This design comes from an exercise in tuning for small area on the open sky130 flow, not from production work. RTL that was checked went through simulation tests only; none was proved equivalent to the original.

rev 12:
==> module car_traffic, before the edit <==
module car_traffic (
    input  wire logic       clk,
    input  wire logic       rst,
    output logic [9:0]      x0,
    output logic            first9     
);
    logic [7:0] timer;
    logic       tick;
    assign tick = (timer == 8'd128);
    always_ff @(posedge clk or negedge rst) begin
        if (!rst) begin
            timer <= '0;
        end else begin
            timer <= {timer[6:0], ~(timer[7] ^ timer[1] ^ (timer[2] & ~timer[3]))};
        end
    end
    always_ff @(posedge clk or negedge rst) begin
        if (!rst) begin
            x0 <= '0;
            first9 <= 1'b1;
        end else if (tick) begin
            x0 <= (x0 == 10'd640) ? 10'd0 : x0 + 10'd5;
            if (x0 == 10'd320) first9 <= 1'b0;    
        end
    end
endmodule
==> module frog_game_top, before the edit <==
module frog_game_top #(
    parameter int CAR_PERIOD = 199,
    parameter int FROG_PERIOD = 3
) (
    input  wire logic        clk,
    input  wire logic        rst,
    input  wire logic [3:0]  keys,
    input  wire logic        pix_req_valid,
    input  wire logic [9:0]  pix_req_x,
    input  wire logic [9:0]  pix_req_y,
    output logic             pix_resp_valid,
    output logic [23:0]      pix_resp_color,
    output logic             win,
    output logic             game_over
);
    logic [9:0] x0;
    logic       first9;
    logic [9:0] fx;
    logic [8:0] fy;
    car_traffic traffic_i (
        .clk    (clk),
        .rst    (rst),
        .x0     (x0),
        .first9 (first9)
    );
    frog_control #(.FROG_PERIOD(FROG_PERIOD)) frog_i (
        .clk  (clk),
        .rst  (rst),
        .keys (keys),
        .fx   (fx),
        .fy   (fy),
        .win  (win)
    );
    collision_detect collide_i (
        .clk       (clk),
        .rst       (rst),
        .x0        (x0),
        .first9    (first9),
        .fx        (fx),
        .fy        (fy),
        .game_over (game_over)
    );
    pixel_painter painter_i (
        .clk        (clk),
        .rst        (rst),
        .req_valid  (pix_req_valid),
        .req_x      (pix_req_x),
        .req_y      (pix_req_y),
        .x0         (x0),
        .first9     (first9),
        .fx         (fx),
        .fy         (fy),
        .win        (win),
        .game_over  (game_over),
        .resp_valid (pix_resp_valid),
        .resp_color (pix_resp_color)
    );
endmodule
export LEC_CHECK = 0
export CAP_MARGIN = 20
export CORE_MARGIN = 2
export CORE_UTILIZATION = 40
export PLACE_DENSITY = 0.6
export SLEW_MARGIN = 20
create_clock -name core_clock -period 6.0 [get_ports {clk}]
standard.sh (not shown) runs the stock make flow with config.mk's settings and CLKGATE_MAP_FILE= SYNTH_SCRIPT=/design/flow/synth_recipe.tcl, a recipe that flattens the netlist after the stock synthesis.
==> flow/flow/run.sh <==
#!/bin/bash
# Standard ORFS synthesis, then the combinational logic re-mapped by ABC for area
# (flip-flops kept as they are: same instances, names and cell types), then the
# standard ORFS layout from that netlist with a few layout settings changed.
set -euo pipefail
HERE=$(pwd)
RES=$HERE/orfs/results/$FLOW_PLATFORM/frog_game/base
LIB=$FLOW_HOME/platforms/sky130hd/lib/sky130_fd_sc_hd__tt_025C_1v80.lib

bash standard.sh synth > synth_standard.log 2>&1

# the same dont_use list the standard synthesis gave ABC
DU=$(grep -o -- "-dont_use [A-Za-z0-9_]*" orfs/logs/$FLOW_PLATFORM/frog_game/base/1_2_yosys.log | sort -u | tr '\n' ' ')
cp $RES/1_2_yosys.v $HERE/netlist_standard.v
cat > remap.ys <<EOT
read_liberty -ignore_miss_func $LIB
read_verilog $HERE/netlist_standard.v
hierarchy -top $FLOW_TOP
blackbox sky130_fd_sc_hd__df*
flatten
opt_clean -purge
abc -liberty $LIB $DU -script $HERE/flow/area.abc -D 6000
opt_clean -purge
hilomap -singleton -hicell sky130_fd_sc_hd__conb_1 HI -locell sky130_fd_sc_hd__conb_1 LO
opt_clean -purge
blackbox sky130_fd_sc_hd__*
stat -liberty $LIB
write_verilog -noattr -nohex -nodec $HERE/netlist_remap.v
EOT
yosys -l remap_yosys.log -q remap.ys > /dev/null 2>&1
cp $HERE/netlist_remap.v $RES/1_2_yosys.v
rm -f $RES/1_synth.odb $RES/1_synth.sdc

# Port buffers on every port as the standard flow places them, but with the
# smallest buffer cell; clock tree from small clock buffers without dummy loads.
source $HERE/flow/settings.sh
bash standard.sh "BUFFER_PORTS_ARGS=-buffer_cell sky130_fd_sc_hd__buf_1" "CTS_ARGS=$CTS" "${EXTRA[@]}" finish > layout_standard.log 2>&1
==> flow/flow/area.abc <==
strash
&get -n
&deepsyn -T 60
&put
dch -f
amap -m
topo
==> flow/flow/settings.sh <==
CTS="-sink_clustering_enable -repair_clock_nets -dont_use_dummy_load -buf_list {sky130_fd_sc_hd__clkbuf_4 sky130_fd_sc_hd__clkbuf_8} -root_buf sky130_fd_sc_hd__clkbuf_8"
EXTRA=(GPL_TIMING_DRIVEN=0)
Relative to rev 12, the following input files were edited for rev 13:
-- flow/design.v --
<<< rev 12, line 84
`timescale 1ns/1ps
`default_nettype none
module car_traffic (
    input  wire logic       clk,
    input  wire logic       rst,
>>> rev 13, line 84
`timescale 1ns/1ps
`default_nettype none
module car_traffic #(
    parameter int CAR_PERIOD = 199
) (
    input  wire logic       clk,
    input  wire logic       rst,
<<< rev 12, line 90
    output logic            first9     
);
    logic [7:0] timer;
    logic       tick;
    assign tick = (timer == 8'd128);
    always_ff @(posedge clk or negedge rst) begin
        if (!rst) begin
            timer <= '0;
        end else begin
            timer <= {timer[6:0], ~(timer[7] ^ timer[1] ^ (timer[2] & ~timer[3]))};
        end
    end
>>> rev 13, line 92
    output logic            first9     
);
    localparam int TW = $clog2(CAR_PERIOD + 1);
    logic [TW-1:0] timer;
    logic          tick;
    assign tick = (timer == TW'(CAR_PERIOD));
    always_ff @(posedge clk or negedge rst) begin
        if (!rst) begin
            timer <= '0;
        end else if (tick) begin
            timer <= '0;
        end else begin
            timer <= timer + 1'b1;
        end
    end
<<< rev 12, line 298
    logic [9:0] fx;
    logic [8:0] fy;
    car_traffic traffic_i (
        .clk    (clk),
        .rst    (rst),
>>> rev 13, line 303
    logic [9:0] fx;
    logic [8:0] fy;
    car_traffic #(.CAR_PERIOD(CAR_PERIOD)) traffic_i (
        .clk    (clk),
        .rst    (rst),
### Flow results
- Looking only at number of vias after detailed routing, and setting everything else aside, the lower value of rev 13 and rev 12 goes to rev 12.
- Summary of the comparison: final standard cell utilization of the core is higher in rev 13, relative to rev 12.
- Delta (rev 13 minus rev 12): sequential share of layout area now sits lower; critical path depth now sits higher.
- Of the two values seen for slowest stage cell on the critical path, sky130_fd_sc_hd__a2111oi_0 was produced by rev 12 and sky130_fd_sc_hd__or2_0 by rev 13.
- Comparing rev 13 and rev 12, the higher fraction of final layout cells sized beyond drive strength 1 is on rev 13.
- Re synthesized netlist net count: rev 13 and rev 12 aren't equal, and the higher value belongs to rev 13.
- Compare rev 13 and rev 12 | post-place setup slack lower: rev 13
- Cmp rev 13 and rev 12 / via-per-instance ratio / lower: rev 12
- Rev 13 vs. rev 12: post-synthesis instance area went up by 1.6%.
- Rev 12 -> rev 13: number of H-tree branching levels delta 0, exact match
- Relative to rev 12, via count of the first global-routing pass increased by about 3.5% in rev 13.
- Rev 13 | stages: all done | timing, DRC, antenna: all pass
The RTL of rev 13 was laid out without a check of its function.

========
## the baseline
frog_game, a different RTL version from the one above (not shown whole).
For scale: about 700 cells after synthesis.
==> module frog_control, before the edit <==
module frog_control #(
    parameter int FROG_PERIOD = 3
) (
    input  wire logic       clk,
    input  wire logic       rst,
    input  wire logic [3:0] keys,      
    output logic [9:0]      fx,
    output logic [8:0]      fy,
    output logic            win
);
    localparam int TW = $clog2(FROG_PERIOD + 1);
    logic [TW-1:0] timer;
    logic          step;
    logic          go_left, go_right, go_up, go_down;
    assign step = (timer == TW'(FROG_PERIOD));
    assign go_right = keys[0] && (fx != 10'd620);
    assign go_left  = keys[1] && (fx != 10'd20);
    assign go_down  = keys[2] && (fy != 9'd460);
    assign go_up    = keys[3] && (fy != 9'd5);
    always_ff @(posedge clk or negedge rst) begin
        if (!rst) begin
            timer <= '0;
            fx <= 10'd320;
            fy <= 9'd451;
        end else if (!win) begin
            if (step) begin
                timer <= '0;
                if (go_right) begin
                    fx <= fx + 10'd1;
                end else if (go_left) begin
                    fx <= fx - 10'd1;
                end
                if (go_down) begin
                    fy <= fy + 9'd1;
                end else if (go_up) begin
                    fy <= fy - 9'd1;
                end
            end else begin
                timer <= timer + 1'b1;
            end
        end
    end
    always_ff @(posedge clk or negedge rst) begin
        if (!rst) begin
            win <= 1'b0;
        end else begin
            win <= frog_pkg::le_k(11'(fy), 11'd30);
        end
    end
endmodule
==> module pixel_painter, before the edit <==
module pixel_painter (
    input  wire logic        clk,
    input  wire logic        rst,
    input  wire logic        req_valid,
    input  wire logic [9:0]  req_x,
    input  wire logic [9:0]  req_y,
    input  wire logic [9:0]  b,
    input  wire logic        first9,
    input  wire logic [9:0]  fx,
    input  wire logic [8:0]  fy,
    input  wire logic        win,
    input  wire logic        game_over,
    output logic             resp_valid,
    output logic [23:0]      resp_color
);
    logic [10:0] db;
    assign db = {1'b0, req_x} + {1'b0, b};    
    logic [3:0]  bg;
    logic        frog_hit;
    logic        car_hit;
    logic [3:0]  car_cls;
    always_comb begin
        bg = frog_pkg::C_MEDIAN;
        if (frog_pkg::le_k(11'(req_y), 11'd35)) begin
            bg = frog_pkg::C_SKY;
        end
        for (int n = 0; n < frog_pkg::NUM_LANES; n++) begin
            if (frog_pkg::in_k(11'(req_y), 11'(frog_pkg::road_top(n) + 10'd1), 11'(frog_pkg::road_bot(n)))) begin
                bg = frog_pkg::C_ROAD;
            end
        end
    end
    assign frog_hit = frog_pkg::in_win15(req_x, fx) && frog_pkg::in_win15(req_y, {1'b0, fy});
    always_comb begin
        car_hit = 1'b0;
        car_cls = '0;
        for (int i = 0; i < frog_pkg::NUM_CARS; i++) begin
            if (frog_pkg::in_k(11'(req_y), 11'(frog_pkg::lane_y(i/2)), 11'(frog_pkg::lane_y(i/2) + 10'd19)) &&
                frog_pkg::car_xhit(db, b, first9, i)) begin
                car_hit = 1'b1;
                car_cls = frog_pkg::car_class(i);
            end
        end
    end
    logic [3:0] cls;
    always_comb begin
        if (game_over)     cls = frog_pkg::C_RED;
        else if (win)      cls = frog_pkg::C_GREEN;
        else if (frog_hit) cls = frog_pkg::C_FROG;
        else if (car_hit)  cls = car_cls;
        else               cls = bg;
    end
    logic       s1_valid;
    logic [3:0] s1_cls;
    logic [3:0] s2_cls;
    always_ff @(posedge clk or negedge rst) begin
        if (!rst) begin
            s1_valid <= 1'b0;
            resp_valid <= 1'b0;
        end else begin
            s1_valid <= req_valid;
            resp_valid <= s1_valid;
        end
    end
    always_ff @(posedge clk) begin
        s1_cls <= cls;
        s2_cls <= s1_cls;
    end
    assign resp_color = frog_pkg::class_color(s2_cls);
endmodule
Settings: LEC_CHECK=0, CAP_MARGIN=20, CORE_MARGIN=2, CORE_UTILIZATION=40, PLACE_DENSITY=0.6, SLEW_MARGIN=20; clock period 6.0 ns.
==> flow/flow/run.sh <==
#!/bin/bash
# Standard ORFS synthesis, then the combinational logic re-mapped by ABC for area
# (flip-flops kept as they are: same instances, names and cell types), then the
# standard ORFS layout from that netlist with a few layout settings changed.
set -euo pipefail
HERE=$(pwd)
RES=$HERE/orfs/results/$FLOW_PLATFORM/frog_game/base
LIB=$FLOW_HOME/platforms/sky130hd/lib/sky130_fd_sc_hd__tt_025C_1v80.lib

bash standard.sh synth > synth_standard.log 2>&1

# the same dont_use list the standard synthesis gave ABC
DU=$(grep -o -- "-dont_use [A-Za-z0-9_]*" orfs/logs/$FLOW_PLATFORM/frog_game/base/1_2_yosys.log | sort -u | tr '\n' ' ')
cp $RES/1_2_yosys.v $HERE/netlist_standard.v

# ABC area mapping from a few random seeds of its AIG optimisation; keep the smallest
remap() {
  local s=$1
  sed "s/SEED/$s/" $HERE/flow/area.abc > $HERE/area_$s.abc
  cat > $HERE/remap_$s.ys <<EOT
read_liberty -ignore_miss_func $LIB
read_verilog $HERE/netlist_standard.v
hierarchy -top $FLOW_TOP
blackbox sky130_fd_sc_hd__df*
flatten
opt_clean -purge
abc -liberty $LIB $DU -script $HERE/area_$s.abc -D 6000
opt_clean -purge
hilomap -singleton -hicell sky130_fd_sc_hd__conb_1 HI -locell sky130_fd_sc_hd__conb_1 LO
opt_clean -purge
blackbox sky130_fd_sc_hd__*
tee -o $HERE/remap_$s.stat stat -liberty $LIB
write_verilog -noattr -nohex -nodec $HERE/netlist_remap_$s.v
EOT
  yosys -l $HERE/remap_yosys_$s.log -q $HERE/remap_$s.ys > /dev/null 2>&1
}
for s in 1 2 3 4; do remap $s & done
wait
best=""; besta=""
for s in 1 2 3 4; do
  a=$(grep "Chip area" $HERE/remap_$s.stat | awk '{print $NF}')
  echo "seed $s: $a" >> $HERE/remap_choice.log
  if [[ -z "$best" ]] || awk "BEGIN{exit !($a < $besta)}"; then best=$s; besta=$a; fi
done
echo "chosen seed $best: $besta" >> $HERE/remap_choice.log
cp $HERE/netlist_remap_$best.v $RES/1_2_yosys.v
rm -f $RES/1_synth.odb $RES/1_synth.sdc

# Port buffers on every port as the standard flow places them, but with the
# smallest buffer cell; clock tree from small clock buffers without dummy loads.
source $HERE/flow/settings.sh
bash standard.sh "BUFFER_PORTS_ARGS=-buffer_cell sky130_fd_sc_hd__buf_1" "CTS_ARGS=$CTS" "${EXTRA[@]}" finish > layout_standard.log 2>&1
==> flow/flow/area.abc <==
strash
&get -n
&deepsyn -T 40 -S SEED
&put
dch -f
amap -m
topo
==> flow/flow/settings.sh <==
CTS="-sink_clustering_enable -repair_clock_nets -dont_use_dummy_load -buf_list {sky130_fd_sc_hd__clkbuf_4 sky130_fd_sc_hd__clkbuf_8} -root_buf sky130_fd_sc_hd__clkbuf_8"
EXTRA=(GPL_TIMING_DRIVEN=0 CORE_UTILIZATION=55 PLACE_DENSITY=0.7)
Per the final summary, the baseline finished and its layout is clean on timing, DRC and antenna.
Input changes introduced in the candidate (baseline for comparison: the baseline):
--- a/flow/design.v
+++ b/flow/design.v
@@ -14,16 +14,8 @@
     endfunction
     function automatic logic in_k(input logic [10:0] x, input logic [10:0] lo, input logic [10:0] hi);
         in_k = ge_k(x, lo) && le_k(x, hi);
     endfunction
-    function automatic logic in_win15(input logic [9:0] p, input logic [9:0] q);
-        logic [5:0] qh1;
-        logic       same, next;
-        qh1 = q[9:4] + 6'd1;
-        same = (p[9:4] == q[9:4]) && (p[3:0] >= q[3:0]) && !(p[3:0] == 4'd15 && q[3:0] == 4'd0);
-        next = (p[9:4] == qh1) && ({1'b0, p[3:0]} + 5'd2 <= {1'b0, q[3:0]});
-        in_win15 = same || next;
-    endfunction
     localparam int NUM_CARS = 10;
     localparam int NUM_LANES = 5;
     localparam int RING = 645;    
     localparam int BOFS = 684;
@@ -136,12 +128,12 @@
     logic [TW-1:0] timer;
     logic          step;
     logic          go_left, go_right, go_up, go_down;
     assign step = (timer == TW'(FROG_PERIOD));
-    assign go_right = keys[0] && (fx != 10'd620);
-    assign go_left  = keys[1] && (fx != 10'd20);
-    assign go_down  = keys[2] && (fy != 9'd460);
-    assign go_up    = keys[3] && (fy != 9'd5);
+    assign go_right = keys[0] && frog_pkg::le_k(11'(fx), 11'd619);
+    assign go_left  = keys[1] && frog_pkg::ge_k(11'(fx), 11'd21);
+    assign go_down  = keys[2] && frog_pkg::le_k(11'(fy), 11'd459);
+    assign go_up    = keys[3] && frog_pkg::ge_k(11'(fy), 11'd6);
     always_ff @(posedge clk or negedge rst) begin
         if (!rst) begin
             timer <= '0;
             fx <= 10'd320;
@@ -227,8 +219,10 @@
     logic [3:0]  bg;
     logic        frog_hit;
     logic        car_hit;
     logic [3:0]  car_cls;
+    logic [10:0] xd;
+    logic [10:0] yd;
     always_comb begin
         bg = frog_pkg::C_MEDIAN;
         if (frog_pkg::le_k(11'(req_y), 11'd35)) begin
             bg = frog_pkg::C_SKY;
@@ -238,9 +232,11 @@
                 bg = frog_pkg::C_ROAD;
             end
         end
     end
-    assign frog_hit = frog_pkg::in_win15(req_x, fx) && frog_pkg::in_win15(req_y, {1'b0, fy});
+    assign xd = {1'b0, req_x} - {1'b0, fx};
+    assign yd = {1'b0, req_y} - {2'b0, fy};
+    assign frog_hit = frog_pkg::le_k(xd, 11'd14) && frog_pkg::le_k(yd, 11'd14);
     always_comb begin
         car_hit = 1'b0;
         car_cls = '0;
         for (int i = 0; i < frog_pkg::NUM_CARS; i++) begin
Findings:
Between the baseline and the candidate, the difference in sequential cell area share is negligible. When the final numbers for the baseline and the candidate were put side by side, the post-synthesis area per instance turned out to be smaller in the candidate. Between the baseline and the candidate, last weighted congestion value of the routability-driven placer is lower for the candidate, the baseline comes in above that. Looking at fmax, the candidate sits below the baseline. The number of global-route vias before repair in the candidate sits 25 below the value recorded for the baseline. Diff the baseline..the candidate | die footprint | negligible. | area growth from synthesis to layout | the baseline vs the candidate | ≈ equal |.

[port drivers added, routing unchanged]
The results above use ideal ports. As a check the final layouts listed here were re-extracted and re-timed, cells and wires unchanged.
Step 1: set_driving_cell puts a clkbuf_16 on clk and a buf_2 on each other input, an assumption about the parent block.
Step 2 moves the port delays by t, midway between the first and last clock arrival at a register: inputs arrive t later, outputs are due t later. That takes back most of the time a late clock gives input paths.
Three values: ideal ports, drivers, drivers and shift; two values: the first two.
| run | shift t [ns] | slack for setup (ns) | latest minus earliest clock arrival (ns) |
|---|---|---|---|
| rev 12 | 0.355 | 1.170 / 1.179 / 0.824 | 0.026 / 0.026 |
| rev 13 | 0.363 | 0.864 / 0.876 / 0.512 | 0.037 / 0.037 |
| the baseline | 0.328 | 0.650 / 0.662 / 0.334 | 0.032 / 0.032 |
| the candidate | 0.333 | 0.562 / 0.574 / 0.241 | 0.027 / 0.026 |
After both steps every run listed still meets setup and hold. For rev 13, which loses most, drivers alone change the setup slack by +0.012 ns; drivers and shift together by -0.352 ns.
